This is an optimization exercise on Yosys and OpenROAD, whose aim is small area, a short achievable clock period and few clock cycles per item, not a production implementation. Function was checked by simulation only, so behaviour that the tests miss may differ from the original.

`design/flow/config.mk`:
```
export PLATFORM = sky130hd
export DESIGN_NAME = midpoint_ellipse_rasterizer_top
export DESIGN_NICKNAME = midpoint_ellipse_rasterizer_top
export VERILOG_FILES = /design/flow/design.v
export SDC_FILE = /design/flow/constraint.sdc
export NUM_CORES = 4
export LEC_CHECK = 0
export CAP_MARGIN = 20
export CORE_MARGIN = 2
export CORE_UTILIZATION = 40
export SLEW_MARGIN = 20
```
`design/flow/constraint.sdc`:
```
create_clock -name core_clock -period 10.0 [get_ports {clk_i}]
set_input_delay 2.0000 -clock core_clock [delete_from_list [all_inputs] [get_ports {clk_i}]]
set_output_delay 2.0000 -clock core_clock [all_outputs]
set_load 0.01 [all_outputs]
```
`design/flow/design.v`:
```
`timescale 1ns / 1ps
`default_nettype none
package mer_pkg;
  localparam int PIX_W     = 13;
  localparam int CFG_IDX_W = 2;
  localparam logic [CFG_IDX_W-1:0] REG_CENTER_X = 2'd0;
  localparam logic [CFG_IDX_W-1:0] REG_CENTER_Y = 2'd1;
  localparam logic [CFG_IDX_W-1:0] REG_RADIUS_X = 2'd2;
  localparam logic [CFG_IDX_W-1:0] REG_RADIUS_Y = 2'd3;
  localparam logic [1:0] LAST_BEAT = 2'd3;
  typedef enum logic [1:0] {
    PH_DONE = 2'd0,
    PH_REG1 = 2'd1,
    PH_REG2 = 2'd2
  } mer_phase_e;
  typedef enum logic [3:0] {
    ST_IDLE,
    ST_RST_A,
    ST_RST_B,
    ST_RST_C,
    ST_RST_D,
    ST_EMIT,
    ST_FIN,
    ST_ADV,
    ST_CHK,
    ST_SW_A,
    ST_SW_B,
    ST_SW_C,
    ST_SW_D,
    ST_SW_E,
    ST_SW_F
  } mer_state_e;
  typedef enum logic [3:0] {
    OP_NOP,
    OP_MUL_RXRX,
    OP_MUL_RYRY,
    OP_MUL_RX2RY,
    OP_START,
    OP_EMIT,
    OP_FIN,
    OP_ADV,
    OP_MUL_TXTX,
    OP_MUL_RY2P,
    OP_MUL_TYTY,
    OP_MUL_RX2P,
    OP_MUL_RX2RY2,
    OP_SET_DEC
  } mer_op_e;
  typedef struct packed {
    mer_op_e    op;
    logic [1:0] beat;
  } mer_cmd_t;
  typedef struct packed {
    logic       out_free;
    logic       y_zero;
    logic       slope_ge;
    mer_phase_e phase;
  } mer_sts_t;
endpackage
`default_nettype wire
`timescale 1ns / 1ps
`default_nettype none
module mer_ctrl (
  input  wire logic              clk_i,
  input  wire logic              rst_ni,
  input  wire logic              in_valid_i,
  input  wire logic              restart_i,
  output logic                   in_stall_o,
  input  wire mer_pkg::mer_sts_t sts_i,
  output mer_pkg::mer_cmd_t      cmd_o
);
  mer_pkg::mer_state_e state_q, state_d;
  logic [1:0]          beat_q, beat_d;
  always_ff @(posedge clk_i or negedge rst_ni) begin
    if (!rst_ni) begin
      state_q <= mer_pkg::ST_IDLE;
      beat_q  <= '0;
    end else begin
      state_q <= state_d;
      beat_q  <= beat_d;
    end
  end
  always_comb begin
    state_d = state_q;
    beat_d  = beat_q;
    case (state_q)
      mer_pkg::ST_IDLE: begin
        beat_d = '0;
        if (in_valid_i) begin
          if (restart_i) begin
            state_d = mer_pkg::ST_RST_A;
          end else if (sts_i.phase == mer_pkg::PH_DONE) begin
            state_d = mer_pkg::ST_FIN;
          end else begin
            state_d = mer_pkg::ST_EMIT;
          end
        end
      end
      mer_pkg::ST_RST_A: state_d = mer_pkg::ST_RST_B;
      mer_pkg::ST_RST_B: state_d = mer_pkg::ST_RST_C;
      mer_pkg::ST_RST_C: state_d = mer_pkg::ST_RST_D;
      mer_pkg::ST_RST_D: state_d = mer_pkg::ST_EMIT;
      mer_pkg::ST_EMIT: begin
        if (sts_i.out_free) begin
          beat_d = beat_q + 2'd1;
          if (beat_q == mer_pkg::LAST_BEAT) begin
            state_d = sts_i.y_zero ? mer_pkg::ST_IDLE : mer_pkg::ST_ADV;
          end
        end
      end
      mer_pkg::ST_FIN: begin
        if (sts_i.out_free) begin
          state_d = mer_pkg::ST_IDLE;
        end
      end
      mer_pkg::ST_ADV: begin
        state_d = (sts_i.phase == mer_pkg::PH_REG1) ? mer_pkg::ST_CHK : mer_pkg::ST_IDLE;
      end
      mer_pkg::ST_CHK: begin
        state_d = sts_i.slope_ge ? mer_pkg::ST_SW_A : mer_pkg::ST_IDLE;
      end
      mer_pkg::ST_SW_A: state_d = mer_pkg::ST_SW_B;
      mer_pkg::ST_SW_B: state_d = mer_pkg::ST_SW_C;
      mer_pkg::ST_SW_C: state_d = mer_pkg::ST_SW_D;
      mer_pkg::ST_SW_D: state_d = mer_pkg::ST_SW_E;
      mer_pkg::ST_SW_E: state_d = mer_pkg::ST_SW_F;
      mer_pkg::ST_SW_F: state_d = mer_pkg::ST_IDLE;
      default:          state_d = mer_pkg::ST_IDLE;
    endcase
  end
  always_comb begin
    in_stall_o = (state_q != mer_pkg::ST_IDLE);
    cmd_o.beat = beat_q;
    case (state_q)
      mer_pkg::ST_RST_A: cmd_o.op = mer_pkg::OP_MUL_RXRX;
      mer_pkg::ST_RST_B: cmd_o.op = mer_pkg::OP_MUL_RYRY;
      mer_pkg::ST_RST_C: cmd_o.op = mer_pkg::OP_MUL_RX2RY;
      mer_pkg::ST_RST_D: cmd_o.op = mer_pkg::OP_START;
      mer_pkg::ST_EMIT:  cmd_o.op = mer_pkg::OP_EMIT;
      mer_pkg::ST_FIN:   cmd_o.op = mer_pkg::OP_FIN;
      mer_pkg::ST_ADV:   cmd_o.op = mer_pkg::OP_ADV;
      mer_pkg::ST_SW_A:  cmd_o.op = mer_pkg::OP_MUL_TXTX;
      mer_pkg::ST_SW_B:  cmd_o.op = mer_pkg::OP_MUL_RY2P;
      mer_pkg::ST_SW_C:  cmd_o.op = mer_pkg::OP_MUL_TYTY;
      mer_pkg::ST_SW_D:  cmd_o.op = mer_pkg::OP_MUL_RX2P;
      mer_pkg::ST_SW_E:  cmd_o.op = mer_pkg::OP_MUL_RX2RY2;
      mer_pkg::ST_SW_F:  cmd_o.op = mer_pkg::OP_SET_DEC;
      default:           cmd_o.op = mer_pkg::OP_NOP;
    endcase
  end
endmodule
`default_nettype wire
`timescale 1ns / 1ps
`default_nettype none
module mer_datapath #(
  parameter int RADIUS_BITS = 10,
  parameter int COORD_BITS  = 11,
  parameter int CFG_W       = 11
) (
  input  wire logic                           clk_i,
  input  wire logic                           rst_ni,
  input  wire mer_pkg::mer_cmd_t              cmd_i,
  output mer_pkg::mer_sts_t                   sts_o,
  input  wire logic                           cfg_we_i,
  input  wire logic [mer_pkg::CFG_IDX_W-1:0]  cfg_idx_i,
  input  wire logic [CFG_W-1:0]               cfg_data_i,
  input  wire logic                           out_stall_i,
  output logic                                out_valid_o,
  output logic signed [mer_pkg::PIX_W-1:0]    pixel_x_o,
  output logic signed [mer_pkg::PIX_W-1:0]    pixel_y_o,
  output logic                                last_o,
  output logic                                finished_o
);
  localparam int R     = RADIUS_BITS;
  localparam int C     = COORD_BITS;
  localparam int SQ_W  = 2 * R;
  localparam int MA_W  = 2 * R;
  localparam int MB_W  = 2 * R + 2;
  localparam int P_W   = MA_W + MB_W;
  localparam int SL_W  = 3 * R + 2;
  localparam int DEC_W = 4 * R + 4;
  localparam int XW0   = (C > R) ? C : R;
  localparam int EXT_W = (XW0 > mer_pkg::PIX_W) ? XW0 : mer_pkg::PIX_W;
  localparam int PW    = mer_pkg::PIX_W;
  logic [C-1:0]             center_x_q, center_y_q;
  logic [R-1:0]             radius_x_q, radius_y_q;
  logic [R-1:0]             cur_x_q, cur_x_d, cur_y_q, cur_y_d;
  logic [SL_W-1:0]          slope_x_q, slope_x_d, slope_y_q, slope_y_d;
  logic signed [DEC_W-1:0]  dec_q, dec_d, acc_q, acc_d;
  mer_pkg::mer_phase_e      phase_q, phase_d;
  logic [SQ_W-1:0]          rx2_q, rx2_d, ry2_q, ry2_d;
  logic [P_W-1:0]           p_q, p_d;
  logic [MA_W-1:0]          mul_a;
  logic [MB_W-1:0]          mul_b;
  logic                     out_valid_q, out_valid_d;
  logic [PW-1:0]            pix_x_q, pix_x_d, pix_y_q, pix_y_d;
  logic                     last_q, last_d, fin_q, fin_d;
  logic                     out_free, load;
  logic [SL_W-1:0]          sx_n, sy_n;
  logic signed [DEC_W-1:0]  sx_n_e, sy_n_e, rx2_e, ry2_e, p_e;
  logic [R-1:0]             ty_abs;
  logic [EXT_W-1:0]         xp, xm, yp, ym;
  logic                     x_plus, y_plus, dec_neg, dec_pos;
  always_ff @(posedge clk_i or negedge rst_ni) begin
    if (!rst_ni) begin
      center_x_q <= C'(200);
      center_y_q <= C'(200);
      radius_x_q <= R'(150);
      radius_y_q <= R'(50);
    end else if (cfg_we_i) begin
      case (cfg_idx_i)
        mer_pkg::REG_CENTER_X: center_x_q <= cfg_data_i[C-1:0];
        mer_pkg::REG_CENTER_Y: center_y_q <= cfg_data_i[C-1:0];
        mer_pkg::REG_RADIUS_X: radius_x_q <= cfg_data_i[R-1:0];
        mer_pkg::REG_RADIUS_Y: radius_y_q <= cfg_data_i[R-1:0];
        default: ;
      endcase
    end
  end
  always_ff @(posedge clk_i or negedge rst_ni) begin
    if (!rst_ni) begin
      phase_q     <= mer_pkg::PH_DONE;
      cur_x_q     <= '0;
      cur_y_q     <= '0;
      slope_x_q   <= '0;
      slope_y_q   <= '0;
      dec_q       <= '0;
      out_valid_q <= 1'b0;
    end else begin
      phase_q     <= phase_d;
      cur_x_q     <= cur_x_d;
      cur_y_q     <= cur_y_d;
      slope_x_q   <= slope_x_d;
      slope_y_q   <= slope_y_d;
      dec_q       <= dec_d;
      out_valid_q <= out_valid_d;
    end
  end
  always_ff @(posedge clk_i) begin
    p_q     <= p_d;
    acc_q   <= acc_d;
    rx2_q   <= rx2_d;
    ry2_q   <= ry2_d;
    pix_x_q <= pix_x_d;
    pix_y_q <= pix_y_d;
    last_q  <= last_d;
    fin_q   <= fin_d;
  end
  assign ty_abs = (cur_y_q == '0) ? R'(1) : (cur_y_q - R'(1));
  always_comb begin
    mul_a = '0;
    mul_b = '0;
    case (cmd_i.op)
      mer_pkg::OP_MUL_RXRX: begin
        mul_a = MA_W'(radius_x_q);
        mul_b = MB_W'(radius_x_q);
      end
      mer_pkg::OP_MUL_RYRY: begin
        mul_a = MA_W'(radius_y_q);
        mul_b = MB_W'(radius_y_q);
      end
      mer_pkg::OP_MUL_RX2RY: begin
        mul_a = rx2_q;
        mul_b = MB_W'(radius_y_q);
      end
      mer_pkg::OP_MUL_TXTX: begin
        mul_a = MA_W'({cur_x_q, 1'b1});
        mul_b = MB_W'({cur_x_q, 1'b1});
      end
      mer_pkg::OP_MUL_RY2P: begin
        mul_a = ry2_q;
        mul_b = p_q[MB_W-1:0];
      end
      mer_pkg::OP_MUL_TYTY: begin
        mul_a = MA_W'(ty_abs);
        mul_b = MB_W'(ty_abs);
      end
      mer_pkg::OP_MUL_RX2P: begin
        mul_a = rx2_q;
        mul_b = p_q[MB_W-1:0];
      end
      mer_pkg::OP_MUL_RX2RY2: begin
        mul_a = rx2_q;
        mul_b = MB_W'(ry2_q);
      end
      default: ;
    endcase
  end
  assign p_d = mul_a * mul_b;
  assign rx2_e   = DEC_W'(rx2_q);
  assign ry2_e   = DEC_W'(ry2_q);
  assign p_e     = DEC_W'(p_q);
  assign dec_neg = dec_q[DEC_W-1];
  assign dec_pos = !dec_neg && (dec_q != '0);
  assign xp     = EXT_W'(center_x_q) + EXT_W'(cur_x_q);
  assign xm     = EXT_W'(center_x_q) - EXT_W'(cur_x_q);
  assign yp     = EXT_W'(center_y_q) + EXT_W'(cur_y_q);
  assign ym     = EXT_W'(center_y_q) - EXT_W'(cur_y_q);
  assign x_plus = !cmd_i.beat[0];
  assign y_plus = (cmd_i.beat == 2'd0) || (cmd_i.beat == mer_pkg::LAST_BEAT);
  assign out_free = !out_valid_q || !out_stall_i;
  assign load     = out_free &&
                    (cmd_i.op == mer_pkg::OP_EMIT || cmd_i.op == mer_pkg::OP_FIN);
  always_comb begin
    cur_x_d   = cur_x_q;
    cur_y_d   = cur_y_q;
    slope_x_d = slope_x_q;
    slope_y_d = slope_y_q;
    dec_d     = dec_q;
    acc_d     = acc_q;
    phase_d   = phase_q;
    rx2_d     = rx2_q;
    ry2_d     = ry2_q;
    sx_n      = slope_x_q + SL_W'({ry2_q, 1'b0});
    sy_n      = slope_y_q - SL_W'({rx2_q, 1'b0});
    sx_n_e    = DEC_W'(sx_n);
    sy_n_e    = DEC_W'(sy_n);
    case (cmd_i.op)
      mer_pkg::OP_MUL_RYRY: begin
        rx2_d = p_q[SQ_W-1:0];
      end
      mer_pkg::OP_MUL_RX2RY: begin
        ry2_d = p_q[SQ_W-1:0];
      end
      mer_pkg::OP_START: begin
        cur_x_d   = '0;
        cur_y_d   = radius_y_q;
        slope_x_d = '0;
        slope_y_d = {p_q[SL_W-2:0], 1'b0};
        dec_d     = (ry2_e <<< 2) - (p_e <<< 2) + rx2_e;
        phase_d   = mer_pkg::PH_REG1;
      end
      mer_pkg::OP_EMIT: begin
        if (out_free && cmd_i.beat == mer_pkg::LAST_BEAT && cur_y_q == '0) begin
          phase_d = mer_pkg::PH_DONE;
        end
      end
      mer_pkg::OP_ADV: begin
        if (phase_q == mer_pkg::PH_REG1) begin
          cur_x_d   = cur_x_q + R'(1);
          slope_x_d = sx_n;
          if (dec_neg) begin
            dec_d = dec_q + ((sx_n_e + ry2_e) <<< 2);
          end else begin
            cur_y_d   = cur_y_q - R'(1);
            slope_y_d = sy_n;
            dec_d     = dec_q + ((sx_n_e - sy_n_e + ry2_e) <<< 2);
          end
        end else begin
          cur_y_d   = cur_y_q - R'(1);
          slope_y_d = sy_n;
          if (dec_pos) begin
            dec_d = dec_q + ((rx2_e - sy_n_e) <<< 2);
          end else begin
            cur_x_d   = cur_x_q + R'(1);
            slope_x_d = sx_n;
            dec_d     = dec_q + ((sx_n_e - sy_n_e + rx2_e) <<< 2);
          end
        end
      end
      mer_pkg::OP_MUL_TYTY: begin
        acc_d = p_e;
      end
      mer_pkg::OP_MUL_RX2RY2: begin
        acc_d = acc_q + (p_e <<< 2);
      end
      mer_pkg::OP_SET_DEC: begin
        dec_d   = acc_q - (p_e <<< 2);
        phase_d = mer_pkg::PH_REG2;
      end
      default: ;
    endcase
  end
  always_comb begin
    out_valid_d = out_valid_q;
    pix_x_d     = pix_x_q;
    pix_y_d     = pix_y_q;
    last_d      = last_q;
    fin_d       = fin_q;
    if (load) begin
      out_valid_d = 1'b1;
      if (cmd_i.op == mer_pkg::OP_FIN) begin
        pix_x_d = '0;
        pix_y_d = '0;
        last_d  = 1'b1;
        fin_d   = 1'b1;
      end else begin
        pix_x_d = x_plus ? xp[PW-1:0] : xm[PW-1:0];
        pix_y_d = y_plus ? yp[PW-1:0] : ym[PW-1:0];
        last_d  = (cmd_i.beat == mer_pkg::LAST_BEAT);
        fin_d   = 1'b0;
      end
    end else if (!out_stall_i) begin
      out_valid_d = 1'b0;
    end
  end
  assign out_valid_o = out_valid_q;
  assign pixel_x_o   = pix_x_q;
  assign pixel_y_o   = pix_y_q;
  assign last_o      = last_q;
  assign finished_o  = fin_q;
  assign sts_o.out_free = out_free;
  assign sts_o.y_zero   = (cur_y_q == '0);
  assign sts_o.slope_ge = (slope_x_q >= slope_y_q);
  assign sts_o.phase    = phase_q;
endmodule
`default_nettype wire
`timescale 1ns / 1ps
`default_nettype none
module midpoint_ellipse_rasterizer_top #(
  parameter int RADIUS_BITS = 10,
  parameter int COORD_BITS  = 11
) (
  input  wire logic                                   clk_i,
  input  wire logic                                   rst_ni,
  input  wire logic                                   cfg_we_i,
  input  wire logic [mer_pkg::CFG_IDX_W-1:0]          cfg_idx_i,
  input  wire logic [((COORD_BITS > RADIUS_BITS) ? COORD_BITS : RADIUS_BITS)-1:0] cfg_data_i,
  input  wire logic                                   in_valid_i,
  output logic                                        in_stall_o,
  input  wire logic                                   restart_i,
  output logic                                        out_valid_o,
  input  wire logic                                   out_stall_i,
  output logic signed [mer_pkg::PIX_W-1:0]            pixel_x_o,
  output logic signed [mer_pkg::PIX_W-1:0]            pixel_y_o,
  output logic                                        last_o,
  output logic                                        finished_o
);
  localparam int CFG_W = (COORD_BITS > RADIUS_BITS) ? COORD_BITS : RADIUS_BITS;
  mer_pkg::mer_cmd_t cmd;
  mer_pkg::mer_sts_t sts;
  mer_ctrl u_ctrl (
    .clk_i      (clk_i),
    .rst_ni     (rst_ni),
    .in_valid_i (in_valid_i),
    .restart_i  (restart_i),
    .in_stall_o (in_stall_o),
    .sts_i      (sts),
    .cmd_o      (cmd)
  );
  mer_datapath #(
    .RADIUS_BITS (RADIUS_BITS),
    .COORD_BITS  (COORD_BITS),
    .CFG_W       (CFG_W)
  ) u_datapath (
    .clk_i       (clk_i),
    .rst_ni      (rst_ni),
    .cmd_i       (cmd),
    .sts_o       (sts),
    .cfg_we_i    (cfg_we_i),
    .cfg_idx_i   (cfg_idx_i),
    .cfg_data_i  (cfg_data_i),
    .out_stall_i (out_stall_i),
    .out_valid_o (out_valid_o),
    .pixel_x_o   (pixel_x_o),
    .pixel_y_o   (pixel_y_o),
    .last_o      (last_o),
    .finished_o  (finished_o)
  );
endmodule
`default_nettype wire
```
`design/flow/run.sh`:
```
#!/bin/bash
# synth_recipe.tcl (not shown) runs the flow's synth.tcl, then flattens the netlist and writes it again
# the make line also repeats each setting of config.mk as NAME=value (left out here)
make -C /OpenROAD-flow-scripts/flow DESIGN_CONFIG=/design/flow/config.mk WORK_HOME=/design/flow/orfs CLKGATE_MAP_FILE= SYNTH_SCRIPT=/design/flow/synth_recipe.tcl finish
```
==> notes.md <==
## area by class of cell
cell class / count / share of cell area (%)
clock inverters: 26 / 0.5879
inverters: 717 / 5.039
repair buffers: 339 / 5.132
multi-input cells: 4526 / 67.02
diodes: 1 / 0.004685
flip-flops and latches: 331 / 16.20
well taps: 1536 / 3.598
clock buffers: 60 / 2.427
## layer usage
metal	up-vias	part of all wire, %
met2	1330	43
met5	-	0.0078
met4	2	2.7
li1	20030	-
met3	214	7.0
met1	20620	47
## cells by family after synthesis
| kind of cell | share of synthesized area, % |
|---|---|
| AOI/OAI and AO/OA | 18.81 |
| other | 0.01573 |
| buffers and inverters | 7.434 |
| DFF | 18.11 |
| muxes | 1.619 |
| and+or+nand+nor | 16.63 |
| xor gates and xnor gates | 7.324 |
| adders and majority gates | 30.05 |
## state kept, by name, indices dropped and copies added, names as in the netlist, 10 cells and up
| signal | count |
|---|---|
| u_datapath.rx2_q | 20 |
| u_datapath.dec_q | 44 |
| u_datapath.cur_y_q | 10 |
| u_datapath.radius_y_q | 10 |
| u_datapath.center_y_q | 11 |
| u_datapath.pix_y_q | 13 |
| u_datapath.p_q | 42 |
| u_datapath.slope_y_q | 31 |
| u_datapath.cur_x_q | 10 |
| u_datapath.center_x_q | 11 |
| u_datapath.ry2_q | 20 |
| u_datapath.acc_q | 44 |
| u_datapath.pix_x_q | 13 |
| u_datapath.radius_x_q | 10 |
| u_datapath.slope_x_q | 31 |
## synth_stat cells (all sizes together), types with 61 or more instances
library cell / instances
clkbuf: 203
nor3: 98
o21ai: 297
dfrtp: 164
nor2: 582
inv: 716
nand3: 108
a21oi: 378
a21o: 126
xor2: 105
ha: 522
nor2b: 61
xnor2: 286
nand2b: 69
nand2: 637
fa: 387
o21bai: 67
edfxtp: 112
## metrics by stage
stage | area [um2] | setup WS (ns) | TNS, ns
2_1_floorplan | 47760 | 0.03243 | 0
3_3_place_gp | 51580 | -0.03167 | -0.04797
5_1_grt | 53410 | -0.06509 | -0.07365
6_report | 53420 | 0.4374 | 0
3_5_place_dp | 51580 | -0.1569 | -0.2719
4_1_cts | 53190 | 0.1353 | 0
## cell usage in the layout, fill, tap and decap left out, drive strengths merged, types with 67 or more instances in the layout
master	Yosys	layout
a21o	126	126
a21oi	378	378
buf	23	291
dfrtp	164	164
edfxtp	112	112
fa	387	387
ha	522	522
inv	716	726
nand2	637	637
nand2b	69	69
nand3	108	108
nor2	582	582
nor3	98	98
o21ai	297	297
o21bai	67	67
xnor2	286	286
xor2	105	105
## timing repair
item	CTS	global route
setup endpoints to repair	3	8
pin swaps	0	10
gates resized for setup	2	47
setup buffers	0	7
## final timing paths
path | slack, ns | to | cells after the start
max | 0.44 | u_datapath.p_q[41] | 38
min | 0.52 | u_datapath.cur_y_q[9] | 2
max reg2reg | 0.44 | u_datapath.p_q[41] | 38
min reg2reg | 0.52 | u_datapath.cur_y_q[9] | 2
max in group asynchronous | 7.21 | u_datapath.cur_x_q[8] | 2
min in group asynchronous | 1.41 | u_datapath.slope_x_q[29] | 1
## worst max-delay path, delay by kind of cell (launching register included)
| family | cells | cell delay (ns) |
|---|---|---|
| AOI/OAI and AO/OA | 8 | 1.52 |
| adders and majority gates | 9 | 3.98 |
| DFF | 1 | 0.39 |
| and+or+nand+nor | 9 | 2.01 |
| xor gates and xnor gates | 1 | 0.13 |
| buffers and inverters | 11 | 1.44 |
==> results.py <==
metrics = {
    "route": {
        "vias": 42190,
        "drt.antenna.violating_nets": 0,
        "drc": 0,
        "drt-initial-drc-count": 3727,
        "wl_per_cell_um": 20.44,
        "wirelength_um": 154000,
        "routed_via_density": 5.598,
        "firstDrtPassIters": 7,
    },
    "timing": {
        "slew_viol_final": 0,
        "post-route-period-util_pct": 95.63,
        "finalSetupViolCount": 0,
        "holdWs_ns": 0.5194,
        "final_hold_viol_count": 0,
        "period_minus_slack_ns": 9.563,
        "skew_ns": 0.03746,
        "worst_slew_pin_slew_ns": 1.186,
        "clock.fmax_ghz": 0.1046,
        "relSlewSlack_pct": 20.28,
    },
    "logic_synthesis": {
        "synth_cell_types": 110,
        "synth_area_mm2": 0.04775,
        "ys_seq_elements": 331,
        "synth_area_per_cell_um2": 8.236,
        "synthFlopType": "dfrtp_1",
        "yosys-top-cells-area": "fa_1, ha_1, dfrtp_1, edfxtp_1, inv_1",
        "async_flop_share_pct": 53.47,
        "synth-seq-area-share_pct": 18.11,
        "synth_top_cell_by_area": "fa_1",
        "synth_top_area_share_pct": 16.23,
        "synth_edf_count": 112,
        "syn_inst": 5798,
        "yosysWarnings": 2,
    },
    "layout": {
        "syn_to_final_growth_pct": 11.86,
        "final_core_util_pct": 45.18,
        "layout-drive-gt1-share_pct": 9.002,
        "nFillCells": 11770,
        "stdcell_count": 7536,
        "multiInputGateArea_mm2": 0.03580,
        "nets": 6889,
        "register_area_mm2": 0.008651,
    },
    "cts": {
        "clkLatencyLatePin_ns": 0.63,
        "clock_sinks": 331,
        "htree_levels": 2,
        "cts.clk_slew.worst_paths_ns": 0.06,
        "cts_buffers": 46,
        "ctsRootBufferMaster": "clkbuf_16",
        "cts_tree": "yes",
        "cts_max_path_buffers": 3,
        "hold_buffers": 0,
    },
    "global_route": {
        "grtUsageTotal_pct": 25.03,
        "grt_overflow": 0,
        "met2_usage_pct": 38.30,
        "antenna_found_initial": 5,
        "grt_pass1_wl_um": 238900,
        "use_met1_pct": 36.92,
        "use_met3_pct": 3.285,
        "busiest_layer": "met2",
        "grt_max_degree": 80,
        "first_global_vias": 41450,
    },
    "critical_path": {
        "r2r_start": "u_ctrl.state_q[0]",
        "crit_path_top_delay_cell": "or4b_2",
        "crit_fanout": 10,
        "crit_start": "u_ctrl.state_q[0]",
        "end_kind": "flop",
        "critical-path-max-stage-delay_ns": 0.64,
        "start_kind": "flop",
        "crit_arrival_ns": 10.09,
        "crit_required_ns": 10.53,
        "crit_top_cell": "fa_1",
        "critPathKind": "flop to flop",
    },
    "flow_run": {
        "cap_violations": 0,
    },
    "floorplanning": {
        "die_x_um": 349.5,
        "std_cell_rows": 126,
        "io_pins": 49,
        "dieArea_mm2": 0.1222,
        "initial_utilization_pct": 40.38,
        "fp.dieH_um": 349.5,
        "coreArea_mm2": 0.1182,
    },
    "placement": {
        "gp_congestion": 0.9765,
        "hpwl_um": 127600,
        "port-buffer-count": 48,
        "post-place-cells": 7442,
    },
    "hold_path": {
        "hp-start": "u_datapath.cur_y_q[9]",
        "min_path_type": "flop to flop",
    },
    "outcome": {
        "outcome": "no timing/DRC/antenna violations",
    },
}
Testbench counts, summed over its fixed seeds: cycles 103,037, beats 62,804.

==> re-timing with driven ports <==
The results above use ideal ports. As a check the final layout listed here was re-extracted and re-timed, cells and wires unchanged. Step 1 sets driving cells, clkbuf_16 on the clock port and buf_2 on the other inputs (assumed; they add their load-dependent delay and slew). Step 2 adds t to the input delays and takes it off the output delays; t is the mean of the earliest and latest rising clock arrival at the registers after step 1. Input paths then give back, and output paths get back, about the clock's delay inside the block. Slacks: no drivers / after step 1 / after step 2; pairs: no drivers / after step 1.
t (ns): 0.682
slack for setup (ns): 0.437 / 0.437 / 0.437
pins driven straight from the clock port: 1
After both steps setup and hold are still met in this run. For this run, drivers alone change the setup slack by 0.000 ns; drivers and shift together by 0.000 ns.
